Source: an optimization exercise on an open RTL-to-GDS flow (aim: small area, a short achievable clock period and few clock cycles per item). Production flows keep margins and buffers that such runs may drop. The RTL was checked by simulation tests, not by an equivalence proof against the original design.

==> inputs of violet <==
Design stride_prefetch_predictor, start of the top module:
module stride_prefetch_predictor
(
    input  logic                                 clk,
    input  logic                                 rst_n,
    input  logic                                 cfg_we,
    input  logic [spp_pkg::CFG_ADDR_BITS-1:0]    cfg_addr,
    input  logic [spp_pkg::CFG_DATA_BITS-1:0]    cfg_wdata,
    input  logic                                 s_tvalid,
    output logic                                 s_tready,
    input  logic [spp_pkg::S_TDATA_BITS-1:0]     s_tdata,
    input  logic                                 s_tuser,
    output logic                                 m_tvalid,
    input  logic                                 m_tready,
    output logic [spp_pkg::M_TDATA_BITS-1:0]     m_tdata,
    output logic                                 m_tuser
);
clock: 10.0 ns
lec_check: 0
abc_area: 1
cap_margin: 20
core_margin: 2
core_utilization: 40
setup_slack_margin: 4.0
slew_margin: 20
run.sh (not shown) runs the stock make flow with config.mk's settings and CLKGATE_MAP_FILE= SYNTH_SCRIPT=/design/flow/synth_recipe.tcl, a recipe that flattens the netlist after the stock synthesis.
==> indigo (differences from violet) <==
--- a/flow/design.v
+++ b/flow/design.v
@@ -16,75 +16,73 @@
     localparam logic [31:0] K20 = 32'd214748364;
     localparam int S_TDATA_BITS = 104;
     localparam int M_TDATA_BITS = 160;
 endpackage
 module spp_ctrl
 (
-    input  logic [32:0] dv_in,
+    input  logic [31:0] tau,
     input  logic [15:0] budget,
     input  logic [3:0]  depth_limit,
     output logic [3:0]  depth
 );
-    logic [16:0] dv;
-    logic [18:0] dv3;
+    logic [20:0] n;
+    logic [20:0] n3;
     logic        dv_low;
+    logic [20:0] bb;
     logic [20:0] s4;
     logic [20:0] s8;
     logic [20:0] s12;
-    logic [15:0] r;
+    logic [20:0] r;
     logic [1:0]  q_hi;
-    logic [1:0]  q_lo;
-    logic [3:0]  q;
-    logic [3:0]  q1;
-    assign dv     = {1'b0, dv_in[15:0]};
-    assign dv_low = (dv_in[32:16] == '0);
-    assign dv3    = {2'b00, dv} + {1'b0, dv, 1'b0};
-    assign s4  = {5'b0, budget} - {2'b0, dv, 2'b00};
-    assign s8  = {5'b0, budget} - {1'b0, dv, 3'b000};
-    assign s12 = {5'b0, budget} - {dv3, 2'b00};
+    logic [3:0]  cand [4];
+    logic [20:0] t1;
+    logic [20:0] t2;
+    logic [20:0] t3;
+    assign n      = {5'b11111, ~tau[15:0]};
+    assign n3     = n + {n[19:0], 1'b0};
+    assign dv_low = (tau[31:16] == '0) && (tau[15:0] != 16'hFFFF);
+    assign bb     = {5'b0, budget};
+    assign s4  = bb + {n[18:0], 2'b00};
+    assign s8  = bb + {n[17:0], 3'b000};
+    logic [20:0] x12;
+    logic [20:0] y12;
+    assign x12 = bb ^ {n[17:0], 3'b000} ^ {n[18:0], 2'b00};
+    assign y12 = {((bb[19:0] & {n[16:0], 3'b000}) | (bb[19:0] & {n[17:0], 2'b00})
+                   | ({n[16:0], 3'b000} & {n[17:0], 2'b00})), 1'b0};
+    assign s12 = x12 + y12;
     always_comb
     begin
         if (!s12[20])
         begin
             q_hi = 2'd3;
-            r    = s12[15:0];
+            r    = s12;
         end
         else if (!s8[20])
         begin
             q_hi = 2'd2;
-            r    = s8[15:0];
+            r    = s8;
         end
         else if (!s4[20])
         begin
             q_hi = 2'd1;
-            r    = s4[15:0];
+            r    = s4;
         end
         else
         begin
             q_hi = 2'd0;
-            r    = budget;
+            r    = bb;
         end
-        if ({3'b000, r} >= dv3)
+        for (int l = 0; l < 4; l++)
         begin
-            q_lo = 2'd3;
+            cand[l] = (!dv_low || ({q_hi, 2'(l)} == 4'd0)) ? 4'd1 : {q_hi, 2'(l)};
+            cand[l] = (cand[l] > depth_limit) ? depth_limit : cand[l];
         end
-        else if ({2'b00, r} >= {dv, 1'b0})
-        begin
-            q_lo = 2'd2;
-        end
-        else if ({1'b0, r} >= dv)
-        begin
-            q_lo = 2'd1;
-        end
-        else
-        begin
-            q_lo = 2'd0;
-        end
-        q     = {q_hi, q_lo};
-        q1    = (!dv_low || (q == '0)) ? 4'd1 : q;
-        depth = (q1 > depth_limit) ? depth_limit : q1;
+        t1    = r + n;
+        t2    = r + {n[19:0], 1'b0};
+        t3    = r + n3;
+        depth = !t3[20] ? cand[3] : !t2[20] ? cand[2] : !t1[20] ? cand[1] : cand[0];
     end
 endmodule
 module spp_datapath
 (
     input  logic [39:0] s,
     input  logic [39:0] c,
@@ -190,13 +188,13 @@
     logic [31:0]   s1_e;
     logic          seen_reg;
     logic [47:0]   last_time_reg;
     logic          s2_valid;
     logic          s2_kind;
     logic [51:0]   s2_page;
-    logic [32:0]   dv_reg;
+    logic [31:0]   tau_reg;
     logic          valid_reg;
     logic [31:0]   tau_out_reg;
     logic [31:0]   last_page_reg;
     logic [31:0]   last_stride_reg;
     logic [3:0]    conf_reg;
     logic          pending_reg;
@@ -232,41 +230,43 @@
         sm  = a ^ b ^ c;
         cy  = (a & b) | (a & c) | (b & c);
         csa = {cy[38:0], 1'b0, sm};
     endfunction
     logic [39:0] sum_s [2];
     logic [39:0] sum_c [2];
-    logic [32:0] dv_next;
-    assign {sum_c[0], sum_s[0]} = csa({3'b000, dv_reg, 4'b0011}, 40'(dv_reg), 40'(s1_e));
+    logic [32:0] tau_next;
+    assign {sum_c[0], sum_s[0]} = csa({4'b0000, tau_reg, 4'b0000}, 40'(tau_reg), 40'(s1_e));
     assign {sum_c[1], sum_s[1]} = csa(sum_s[0], sum_c[0], {7'b0, s1_e, 1'b0});
     spp_datapath u_div
     (
         .s    (sum_s[1]),
         .c    (sum_c[1]),
-        .quot (dv_next)
+        .quot (tau_next)
     );
     logic [31:0] cur_stride;
     logic        stride_same;
     logic [3:0]  conf_next;
     logic [31:0] stride_next;
-    logic        stride_nz;
     logic        fire;
     logic        issue_now;
+    logic [3:0]  conf_up;
+    logic [3:0]  conf_down;
     assign cur_stride  = s2_page[31:0] - last_page_reg;
     assign stride_same = (cur_stride == last_stride_reg);
-    assign conf_next   = stride_same
-                       ? ((conf_reg < conf_limit_reg) ? conf_reg + 4'd1 : conf_limit_reg)
-                       : ((conf_reg > 4'd2) ? conf_reg - 4'd2 : 4'd0);
+    assign conf_up     = (conf_reg < conf_limit_reg) ? conf_reg + 4'd1 : conf_limit_reg;
+    assign conf_down   = (conf_reg > 4'd2) ? conf_reg - 4'd2 : 4'd0;
+    assign conf_next   = stride_same ? conf_up : conf_down;
     assign stride_next = stride_same ? last_stride_reg : cur_stride;
-    assign stride_nz   = (stride_next != '0);
-    assign fire        = (conf_next >= conf_threshold_reg) && stride_nz;
+    assign fire        = stride_same ? ((conf_up >= conf_threshold_reg) && (last_stride_reg != '0))
+                                     : ((conf_down >= conf_threshold_reg)
+                                        && (s2_page[31:0] != last_page_reg));
     assign issue_now   = fire && !pending_reg;
     logic [3:0] depth_calc;
     spp_ctrl u_depth
     (
-        .dv_in       (dv_reg),
+        .tau         (tau_reg),
         .budget      (budget_reg),
         .depth_limit (depth_limit_reg),
         .depth       (depth_calc)
     );
     always_ff @(posedge clk or negedge rst_n)
     begin
@@ -291,13 +291,13 @@
     begin
         if (!rst_n)
         begin
             s1_valid <= 1'b0;
             s2_valid <= 1'b0;
             seen_reg <= 1'b0;
-            dv_reg   <= 33'd10001;
+            tau_reg  <= 32'd10000;
         end
         else
         begin
             if (accept)
             begin
                 s1_valid <= 1'b1;
@@ -312,13 +312,13 @@
             end
             if (advance1)
             begin
                 s2_valid <= 1'b1;
                 if (!s1_kind && s1_update)
                 begin
-                    dv_reg <= dv_next;
+                    tau_reg <= tau_next[31:0];
                 end
             end
             else if (advance2)
             begin
                 s2_valid <= 1'b0;
             end
@@ -328,26 +328,26 @@
     begin
         if (accept)
         begin
             s1_kind   <= kind;
             s1_page   <= page;
             s1_update <= seen_reg && t_ahead;
-            s1_e      <= t_clamp ? 32'hFFFF_FFFF : t_diff[31:0];
+            s1_e      <= t_diff[31:0] | {32{t_clamp}};
             if (!kind)
             begin
                 last_time_reg <= t;
             end
         end
         if (advance1)
         begin
             s2_kind <= s1_kind;
             s2_page <= s1_page;
         end
         if (advance2)
         begin
-            tau_out_reg <= 32'(dv_reg - 33'd1);
+            tau_out_reg <= tau_reg;
         end
     end
     always_ff @(posedge clk or negedge rst_n)
     begin
         if (!rst_n)
         begin
==> flow/flow/run.sh (new file) <==
#!/bin/bash
# The standard layout, with the port buffers made of plain buffers
# (sky130_fd_sc_hd__buf_1) instead of the cell buffer_ports picks on its own.
# The full output of the flow goes to standard.log in this folder.
set -e
export BUFFER_PORTS_ARGS="-buffer_cell sky130_fd_sc_hd__buf_1"
bash standard.sh > standard.log 2>&1
==> flow/standard.sh (new file) <==
#!/bin/bash
# synth_recipe.tcl (not shown) runs the flow's synth.tcl, then flattens the netlist and writes it again
# the make line also repeats each setting of config.mk as NAME=value (left out here)
make -C /OpenROAD-flow-scripts/flow DESIGN_CONFIG=/design/flow/config.mk WORK_HOME=/design/flow/orfs CLKGATE_MAP_FILE= SYNTH_SCRIPT=/design/flow/synth_recipe.tcl "${@:-finish}"
--- a/flow/config.mk
+++ b/flow/config.mk
@@ -5,9 +5,9 @@
 export SDC_FILE = /design/flow/constraint.sdc
 export NUM_CORES = 4
 export LEC_CHECK = 0
 export ABC_AREA = 1
 export CAP_MARGIN = 20
 export CORE_MARGIN = 2
-export CORE_UTILIZATION = 40
-export SETUP_SLACK_MARGIN = 4.0
+export CORE_UTILIZATION = 50
+export SETUP_SLACK_MARGIN = 5.0
 export SLEW_MARGIN = 20
removed: flow/run.sh
==> garnet (differences from violet) <==
--- a/flow/design.v
+++ b/flow/design.v
@@ -16,75 +16,73 @@
     localparam logic [31:0] K20 = 32'd214748364;
     localparam int S_TDATA_BITS = 104;
     localparam int M_TDATA_BITS = 160;
 endpackage
 module spp_ctrl
 (
-    input  logic [32:0] dv_in,
+    input  logic [31:0] tau,
     input  logic [15:0] budget,
     input  logic [3:0]  depth_limit,
     output logic [3:0]  depth
 );
-    logic [16:0] dv;
-    logic [18:0] dv3;
+    logic [20:0] n;
+    logic [20:0] n3;
     logic        dv_low;
+    logic [20:0] bb;
     logic [20:0] s4;
     logic [20:0] s8;
     logic [20:0] s12;
-    logic [15:0] r;
+    logic [20:0] r;
     logic [1:0]  q_hi;
-    logic [1:0]  q_lo;
-    logic [3:0]  q;
-    logic [3:0]  q1;
-    assign dv     = {1'b0, dv_in[15:0]};
-    assign dv_low = (dv_in[32:16] == '0);
-    assign dv3    = {2'b00, dv} + {1'b0, dv, 1'b0};
-    assign s4  = {5'b0, budget} - {2'b0, dv, 2'b00};
-    assign s8  = {5'b0, budget} - {1'b0, dv, 3'b000};
-    assign s12 = {5'b0, budget} - {dv3, 2'b00};
+    logic [3:0]  cand [4];
+    logic [20:0] t1;
+    logic [20:0] t2;
+    logic [20:0] t3;
+    assign n      = {5'b11111, ~tau[15:0]};
+    assign n3     = n + {n[19:0], 1'b0};
+    assign dv_low = (tau[31:16] == '0) && (tau[15:0] != 16'hFFFF);
+    assign bb     = {5'b0, budget};
+    assign s4  = bb + {n[18:0], 2'b00};
+    assign s8  = bb + {n[17:0], 3'b000};
+    logic [20:0] x12;
+    logic [20:0] y12;
+    assign x12 = bb ^ {n[17:0], 3'b000} ^ {n[18:0], 2'b00};
+    assign y12 = {((bb[19:0] & {n[16:0], 3'b000}) | (bb[19:0] & {n[17:0], 2'b00})
+                   | ({n[16:0], 3'b000} & {n[17:0], 2'b00})), 1'b0};
+    assign s12 = x12 + y12;
     always_comb
     begin
         if (!s12[20])
         begin
             q_hi = 2'd3;
-            r    = s12[15:0];
+            r    = s12;
         end
         else if (!s8[20])
         begin
             q_hi = 2'd2;
-            r    = s8[15:0];
+            r    = s8;
         end
         else if (!s4[20])
         begin
             q_hi = 2'd1;
-            r    = s4[15:0];
+            r    = s4;
         end
         else
         begin
             q_hi = 2'd0;
-            r    = budget;
+            r    = bb;
         end
-        if ({3'b000, r} >= dv3)
+        for (int l = 0; l < 4; l++)
         begin
-            q_lo = 2'd3;
+            cand[l] = (!dv_low || ({q_hi, 2'(l)} == 4'd0)) ? 4'd1 : {q_hi, 2'(l)};
+            cand[l] = (cand[l] > depth_limit) ? depth_limit : cand[l];
         end
-        else if ({2'b00, r} >= {dv, 1'b0})
-        begin
-            q_lo = 2'd2;
-        end
-        else if ({1'b0, r} >= dv)
-        begin
-            q_lo = 2'd1;
-        end
-        else
-        begin
-            q_lo = 2'd0;
-        end
-        q     = {q_hi, q_lo};
-        q1    = (!dv_low || (q == '0)) ? 4'd1 : q;
-        depth = (q1 > depth_limit) ? depth_limit : q1;
+        t1    = r + n;
+        t2    = r + {n[19:0], 1'b0};
+        t3    = r + n3;
+        depth = !t3[20] ? cand[3] : !t2[20] ? cand[2] : !t1[20] ? cand[1] : cand[0];
     end
 endmodule
 module spp_datapath
 (
     input  logic [39:0] s,
     input  logic [39:0] c,
@@ -190,13 +188,13 @@
     logic [31:0]   s1_e;
     logic          seen_reg;
     logic [47:0]   last_time_reg;
     logic          s2_valid;
     logic          s2_kind;
     logic [51:0]   s2_page;
-    logic [32:0]   dv_reg;
+    logic [31:0]   tau_reg;
     logic          valid_reg;
     logic [31:0]   tau_out_reg;
     logic [31:0]   last_page_reg;
     logic [31:0]   last_stride_reg;
     logic [3:0]    conf_reg;
     logic          pending_reg;
@@ -232,41 +230,43 @@
         sm  = a ^ b ^ c;
         cy  = (a & b) | (a & c) | (b & c);
         csa = {cy[38:0], 1'b0, sm};
     endfunction
     logic [39:0] sum_s [2];
     logic [39:0] sum_c [2];
-    logic [32:0] dv_next;
-    assign {sum_c[0], sum_s[0]} = csa({3'b000, dv_reg, 4'b0011}, 40'(dv_reg), 40'(s1_e));
+    logic [32:0] tau_next;
+    assign {sum_c[0], sum_s[0]} = csa({4'b0000, tau_reg, 4'b0000}, 40'(tau_reg), 40'(s1_e));
     assign {sum_c[1], sum_s[1]} = csa(sum_s[0], sum_c[0], {7'b0, s1_e, 1'b0});
     spp_datapath u_div
     (
         .s    (sum_s[1]),
         .c    (sum_c[1]),
-        .quot (dv_next)
+        .quot (tau_next)
     );
     logic [31:0] cur_stride;
     logic        stride_same;
     logic [3:0]  conf_next;
     logic [31:0] stride_next;
-    logic        stride_nz;
     logic        fire;
     logic        issue_now;
+    logic [3:0]  conf_up;
+    logic [3:0]  conf_down;
     assign cur_stride  = s2_page[31:0] - last_page_reg;
     assign stride_same = (cur_stride == last_stride_reg);
-    assign conf_next   = stride_same
-                       ? ((conf_reg < conf_limit_reg) ? conf_reg + 4'd1 : conf_limit_reg)
-                       : ((conf_reg > 4'd2) ? conf_reg - 4'd2 : 4'd0);
+    assign conf_up     = (conf_reg < conf_limit_reg) ? conf_reg + 4'd1 : conf_limit_reg;
+    assign conf_down   = (conf_reg > 4'd2) ? conf_reg - 4'd2 : 4'd0;
+    assign conf_next   = stride_same ? conf_up : conf_down;
     assign stride_next = stride_same ? last_stride_reg : cur_stride;
-    assign stride_nz   = (stride_next != '0);
-    assign fire        = (conf_next >= conf_threshold_reg) && stride_nz;
+    assign fire        = stride_same ? ((conf_up >= conf_threshold_reg) && (last_stride_reg != '0))
+                                     : ((conf_down >= conf_threshold_reg)
+                                        && (s2_page[31:0] != last_page_reg));
     assign issue_now   = fire && !pending_reg;
     logic [3:0] depth_calc;
     spp_ctrl u_depth
     (
-        .dv_in       (dv_reg),
+        .tau         (tau_reg),
         .budget      (budget_reg),
         .depth_limit (depth_limit_reg),
         .depth       (depth_calc)
     );
     always_ff @(posedge clk or negedge rst_n)
     begin
@@ -291,13 +291,13 @@
     begin
         if (!rst_n)
         begin
             s1_valid <= 1'b0;
             s2_valid <= 1'b0;
             seen_reg <= 1'b0;
-            dv_reg   <= 33'd10001;
+            tau_reg  <= 32'd10000;
         end
         else
         begin
             if (accept)
             begin
                 s1_valid <= 1'b1;
@@ -312,13 +312,13 @@
             end
             if (advance1)
             begin
                 s2_valid <= 1'b1;
                 if (!s1_kind && s1_update)
                 begin
-                    dv_reg <= dv_next;
+                    tau_reg <= tau_next[31:0];
                 end
             end
             else if (advance2)
             begin
                 s2_valid <= 1'b0;
             end
@@ -328,26 +328,26 @@
     begin
         if (accept)
         begin
             s1_kind   <= kind;
             s1_page   <= page;
             s1_update <= seen_reg && t_ahead;
-            s1_e      <= t_clamp ? 32'hFFFF_FFFF : t_diff[31:0];
+            s1_e      <= t_diff[31:0] | {32{t_clamp}};
             if (!kind)
             begin
                 last_time_reg <= t;
             end
         end
         if (advance1)
         begin
             s2_kind <= s1_kind;
             s2_page <= s1_page;
         end
         if (advance2)
         begin
-            tau_out_reg <= 32'(dv_reg - 33'd1);
+            tau_out_reg <= tau_reg;
         end
     end
     always_ff @(posedge clk or negedge rst_n)
     begin
         if (!rst_n)
         begin
--- a/flow/config.mk
+++ b/flow/config.mk
@@ -5,9 +5,9 @@
 export SDC_FILE = /design/flow/constraint.sdc
 export NUM_CORES = 4
 export LEC_CHECK = 0
 export ABC_AREA = 1
 export CAP_MARGIN = 20
 export CORE_MARGIN = 2
-export CORE_UTILIZATION = 40
-export SETUP_SLACK_MARGIN = 4.0
+export CORE_UTILIZATION = 50
+export SETUP_SLACK_MARGIN = 5.0
 export SLEW_MARGIN = 20
==> harbor (differences from violet) <==
--- a/flow/config.mk
+++ b/flow/config.mk
@@ -6,8 +6,7 @@
 export NUM_CORES = 4
 export LEC_CHECK = 0
 export ABC_AREA = 1
 export CAP_MARGIN = 20
 export CORE_MARGIN = 2
 export CORE_UTILIZATION = 40
-export SETUP_SLACK_MARGIN = 4.0
 export SLEW_MARGIN = 20
==> qor summary <==
item                                                                            indigo                    violet                    garnet                    harbor
Met1 Track Usage GR                                                             0.4043                    0.3346                    0.4061                    0.3367
Post-DP HPWL                                                                  97530 um                 102300 um                  97510 um                 103200 um
Critical path fanouts, max                                                           5                         7                         6                        14
Met2 layer usage reported by global route                                       0.4999                    0.4067                    0.5074                    0.4082
Post-synthesis compound-gate area fraction                                      0.1077                    0.1125                    0.1077                    0.1125
Maximum number of pins on one net before global-route repair                        93                       141                       139                        99
Non-clock buffer count                                                             411                       370                       403                       299
Status                                                         complete, no violations   complete, no violations   complete, no violations   complete, no violations
Worst-skew pair later-pin latency                                               650 ps                    680 ps                    630 ps                    700 ps
Number of inserted diodes                                                            3                         2                         2                        10
Final Worst Setup Slack                                                        5061 ps                   3558 ps                   4954 ps                   1994 ps
Highest layer used for signal routing                                             met4                      met5                      met4                      met5
Slowest cell on the critical path                             sky130_fd_sc_hd__dfstp_2  sky130_fd_sc_hd__dfrtp_2  sky130_fd_sc_hd__dfstp_2  sky130_fd_sc_hd__o31ai_1
Fill count                                                                        7804                     10210                      7663                     10320
Sink count of the clock tree                                                       473                       474                       473                       474
Setup repair after global routing missed its margin                               true                      true                      true                     false
Endpoint of the most critical setup path                              req_depth_reg[0]          req_depth_reg[3]          req_depth_reg[3]          req_depth_reg[3]
Proportion of cell area spent on the clock network                             0.03916                   0.03760                   0.03842                   0.04285
Testbench counts of violet, summed over its fixed seeds: cycles 3,224, items 3,200.
Testbench counts of indigo, summed over its fixed seeds: cycles 3,224, items 3,200.
Testbench counts of garnet, summed over its fixed seeds: cycles 3,224, items 3,200.
Testbench counts of harbor, summed over its fixed seeds: cycles 3,224, items 3,200.

## what the ideal ports hide
The flow's constraints put no driver on any port. The routed layouts listed below were extracted and timed again, unchanged, in two steps. Step 1, drivers: a clkbuf_16 drives clk and a buf_2 each remaining input, both assumed. Step 2 moves the port delays by t, midway between the first and last clock arrival at a register: inputs arrive t later, outputs are due t later. That takes back most of the time a late clock gives input paths. Slacks: ideal / step 1 / step 2; pairs: ideal / step 1.
run | shift t [ns] | setup slack, ns | hold slack, ns | clock arrival spread, ns | worst data-port slew with drivers (ns)
violet | 0.725 | 3.558 / 3.558 / 3.558 | 0.396 / 0.396 / 0.396 | 0.049 / 0.050 | 0.15
indigo | 0.699 | 5.061 / 5.061 / 4.542 | 0.411 / 0.411 / 0.411 | 0.043 / 0.043 | 0.10
garnet | 0.698 | 4.954 / 4.954 / 4.460 | 0.412 / 0.412 / 0.412 | 0.026 / 0.027 | 0.10
harbor | 0.725 | 1.994 / 1.994 / 1.994 | 0.369 / 0.369 / 0.369 | 0.078 / 0.079 | 0.16
After both steps setup and hold are still met in every run listed. The setup slack of indigo, which loses most, moves by 0.000 ns with the drivers and by -0.519 ns with both steps.
